What follows belongs to an exercise in optimizing a design on an open flow for small area; a production flow would make more cautious choices. The RTL was checked by simulation tests, not by an equivalence proof against the original design. Power figures rest on the tool's default switching activity, not on a simulated workload.

// data_mem
module data_mem #(
  parameter int W = 8,
  parameter int A = 8
) (
  input  logic         clk,
  input  logic         reset,
  input  logic [A-1:0] DataAddress,
  input  logic         ReadMem,
  input  logic         WriteMem,
  input  logic [W-1:0] DataIn,
  output logic [W-1:0] DataOut
);
Size in the first run: roughly 6100 cells after synthesis, about 2000 flip-flops, about 65000 um2 of cells after synthesis.
Settings: LEC_CHECK=0, CAP_MARGIN=20, CORE_MARGIN=2, CORE_UTILIZATION=40, SETUP_SLACK_MARGIN=0.3, SLEW_MARGIN=20, SYNTH_HIERARCHICAL=1; clock period 8.0 ns.
run.sh (not shown) runs the stock make flow with config.mk's settings and CLKGATE_MAP_FILE= SYNTH_SCRIPT=/design/flow/synth_recipe.tcl, a recipe that flattens the netlist after the stock synthesis.
The starting point ran to the end with no violations.
Change:
CORE_UTILIZATION = 65   (was 40)
CTS_CLUSTER_DIAMETER = 80   (was unset)
CTS_CLUSTER_SIZE = 24   (was unset)
GPL_TIMING_DRIVEN = 0   (was unset)
What happened:
- design area went down by 7.2%
- routed wire length went down by 9.0%
- critical path depth stays the same
- count of clock-buffer cells in the layout went down by 195
- combinational power went down by 2.8%
- die area went down by 38%
- synthesized area stays the same
- core utilization went up by 25 points
- final cell count went down by 15%
- register-to-register slack gets better by 640 ps
Change:
CORE_UTILIZATION = 40   (was 65)
CTS_CLUSTER_DIAMETER = unset   (was 80)
CTS_CLUSTER_SIZE = unset   (was 24)
GPL_TIMING_DRIVEN = unset   (was 0)
SETUP_SLACK_MARGIN = unset   (was 0.3)
=> Now the flow completed, yet does not pass: negative setup slack. Final cell count goes up by about a fifth. Area after synthesis stays the same. Via count went up slightly. Combinational power is higher slightly. Fmax fell by a few percent. Routed wire length increases by roughly a tenth. Total power grows by a quarter to a third. Count of clock-buffer cells in the layout rises by 195. Cell area increases by a little under a tenth. Die area rises by well over a third. Setup slack got worse by 290 ps.
Change:
CAP_MARGIN = 0   (was 20)
CORE_UTILIZATION = 65   (was 40)
CTS_CLUSTER_DIAMETER = 80   (was unset)
CTS_CLUSTER_SIZE = 28   (was unset)
GPL_TIMING_DRIVEN = 0   (was unset)
SETUP_SLACK_MARGIN = 0.3   (was unset)
SLEW_MARGIN = 0   (was 20)
Outcome:
- The changed run finished with timing, DRC and antenna clean
- non-clock buffer count is lower by 192
- maximum frequency grows by 2.9%
- design area shrinks by 7.4%
- sequential power is about the same
- first-iteration DRC count climbs by 13%
- core utilization goes up by 24 points
- setup slack is better by 230 ps

---

Another version of the RTL of data_mem (not shown whole).
Size in the first run: about 6,100 cells after synthesis, ~2,000 flip-flops, ~28 I/O pins, about 65,000 um^2 of cells after synthesis.
clock: 8.0 ns
lec_check: 0
cap_margin: 0
core_margin: 2
core_utilization: 75
cts_cluster_diameter: 80
cts_cluster_size: 28
gpl_timing_driven: 0
setup_slack_margin: 0.35
slew_margin: 0
synth_hierarchical: 1
Change:
Settings changed: CORE_UTILIZATION 75 to 70.
What happened: Cell area is about the same; count of clock-buffer cells in the layout decreases by 6; power fell by 0.62%; clock skew decreases by 0.0039 ns; sequential share of layout area stays flat; clock power fell by about 2%.

---

Setup of north:
The RTL this note starts from:
==> flow/design.v <==
module dm_oai22 (
  input  logic a1, a2, b1, b2,
  output logic y
);
  assign y = ~((a1 | a2) & (b1 | b2));
endmodule
module dm_predec (
  input  logic [7:0]  addr,
  input  logic        we,
  output logic [15:0] lo,
  output logic [15:0] lo_n,
  output logic [15:0] hi,
  output logic [15:0] hiw_n
);
  always_comb begin
    for (int i = 0; i < 16; i++) begin
      lo[i]    = (addr[3:0] == i[3:0]);
      lo_n[i]  = ~lo[i];
      hi[i]    = (addr[7:4] == i[3:0]);
      hiw_n[i] = ~(hi[i] & we);
    end
  end
endmodule
module dm_nand2 (
  input  logic a, b,
  output logic y
);
  assign y = ~(a & b);
endmodule
module dm_nor2 (
  input  logic a, b,
  output logic y
);
  assign y = ~(a | b);
endmodule
module dm_rdout (
  input  logic [127:0] pn,
  input  logic         phase,
  input  logic         rd,
  output logic         y
);
  assign y = rd & ((~|pn) ^ phase);
endmodule
module data_mem #(
  parameter int W = 8,
  parameter int A = 8
) (
  input  logic         clk,
  input  logic         reset,
  input  logic [A-1:0] DataAddress,
  input  logic         ReadMem,
  input  logic         WriteMem,
  input  logic [W-1:0] DataIn,
  output logic [W-1:0] DataOut
);
  localparam int DEPTH = 1 << A;
  logic [W-1:0] mem_core [DEPTH];
  logic         phase_m  [1];
  logic [DEPTH-1:0][W-1:0] q, d;
  for (genvar r = 0; r < DEPTH; r++) begin : g_q
    assign q[r] = mem_core[r];
  end
  logic phase;
  assign phase = phase_m[0];
  logic [DEPTH-1:0][A-1:0] row_idx;
  logic                    phase_idx;
  for (genvar r = 0; r < DEPTH; r++) begin : g_idx
    assign row_idx[r] = r;
  end
  assign phase_idx = 1'b0;
  always_ff @(posedge clk) begin
    if (phase) phase_m[phase_idx] <= 1'b0;
    else       phase_m[phase_idx] <= 1'b1;
  end
  logic we;
  assign we = WriteMem & ~reset;
  logic [15:0] lo, lo_n, hi, hiw_n;
  dm_predec u_pre (.addr(DataAddress), .we(we), .lo(lo), .lo_n(lo_n), .hi(hi),
                   .hiw_n(hiw_n));
  logic [DEPTH-1:0] seln, wr;
  for (genvar r = 0; r < DEPTH; r++) begin : g_dec
    dm_nand2 u_sel (.a(hi[r/16]), .b(lo[r%16]), .y(seln[r]));
    dm_nor2  u_wr  (.a(hiw_n[r/16]), .b(lo_n[r%16]), .y(wr[r]));
  end
  logic [W-1:0] wcol;
  assign wcol = (DataIn ^ {W{phase}}) | {W{~we}};
  for (genvar r = 0; r < DEPTH; r++) begin : g_row
    for (genvar b = 0; b < W; b++) begin : g_bit
      dm_oai22 u_st (.a1(q[r][b]), .a2(wr[r]), .b1(seln[r]), .b2(wcol[b]), .y(d[r][b]));
    end
  end
  always_ff @(posedge clk) begin
    for (int r = 0; r < DEPTH; r++) mem_core[row_idx[r]] <= d[r];
  end
  for (genvar b = 0; b < W; b++) begin : g_rd
    logic [127:0] pn;
    for (genvar g = 0; g < 128; g++) begin : g_pair
      dm_oai22 u_rd (.a1(seln[2*g]), .a2(q[2*g][b]), .b1(seln[2*g+1]), .b2(q[2*g+1][b]),
                     .y(pn[g]));
    end
    dm_rdout u_out (.pn(pn), .phase(phase), .rd(ReadMem), .y(DataOut[b]));
  end
endmodule
Settings: LEC_CHECK=0, CAP_MARGIN=20, CORE_MARGIN=2, CORE_UTILIZATION=40, CTS_CLUSTER_DIAMETER=80, CTS_CLUSTER_SIZE=24, GPL_TIMING_DRIVEN=0, SETUP_SLACK_MARGIN=0.3, SLEW_MARGIN=20, SYNTH_HIERARCHICAL=1; clock period 8.0 ns.
Inputs modified between north and south:
Settings: SLEW_MARGIN changed from 20 to 0; CAP_MARGIN changed from 20 to 0; SETUP_SLACK_MARGIN changed from 0.3 to 0.35; CTS_CLUSTER_SIZE changed from 24 to 28; CORE_UTILIZATION changed from 40 to 70.
Notes after the runs:
- Comparing the two runs side by side, south comes out ahead of north on overall power after layout.
- Between north and south, number of placement rows is higher for north, south comes in under that.
- Count of non-CTS buffers in the layout ended up about 3.4% lower on south than on north.
- As of south, count of cells resized by post-cts repair had fallen by more than half compared to north.

-- afterwards: timing with drivers on the ports --
In the flow no input, the clock included, has a driving cell. The finished layouts below were timed again as built, in two steps.
Step 1, drivers: a clkbuf_16 drives clk and a buf_2 each remaining input, both assumed.
Step 2 adds t to the input delays and takes it off the output delays; t is the mean of the earliest and latest rising clock arrival at the registers after step 1. Input paths then give back, and output paths get back, about the clock's delay inside the block.
Three values: no drivers, after step 1, after step 2; two values: the first two.
| run | t (ns) | setup slack, ns | worst setup path after step 2 | cell pins on the clock port's net |
|---|---|---|---|---|
| the first run of note 1 | 0.904 | 0.291 / 0.241 / 0.241 | input to output | 1 |
| the second run of note 1 | 0.785 | 0.231 / 0.161 / 0.161 | input to output | 1 |
| the third run of note 1 | 0.910 | -0.055 / -0.078 / -0.078 | input to output | 1 |
| the fourth run of note 1 | 0.804 | 0.172 / 0.093 / 0.093 | input to output | 1 |
| the first run of note 2 | 0.772 | 0.022 / -0.157 / -0.157 | input to output | 1 |
| the second run of note 2 | 0.784 | 0.147 / 0.123 / 0.123 | input to output | 1 |
| north | 0.814 | 0.254 / 0.135 / 0.135 | input to output | 1 |
| south | 0.770 | 0.191 / 0.054 / 0.054 | input to output | 1 |
With both steps, setup timing fails in the first run of note 2, where it was met with ideal ports. For the first run of note 2, which loses most, drivers alone change the setup slack by -0.179 ns; drivers and shift together by -0.179 ns.
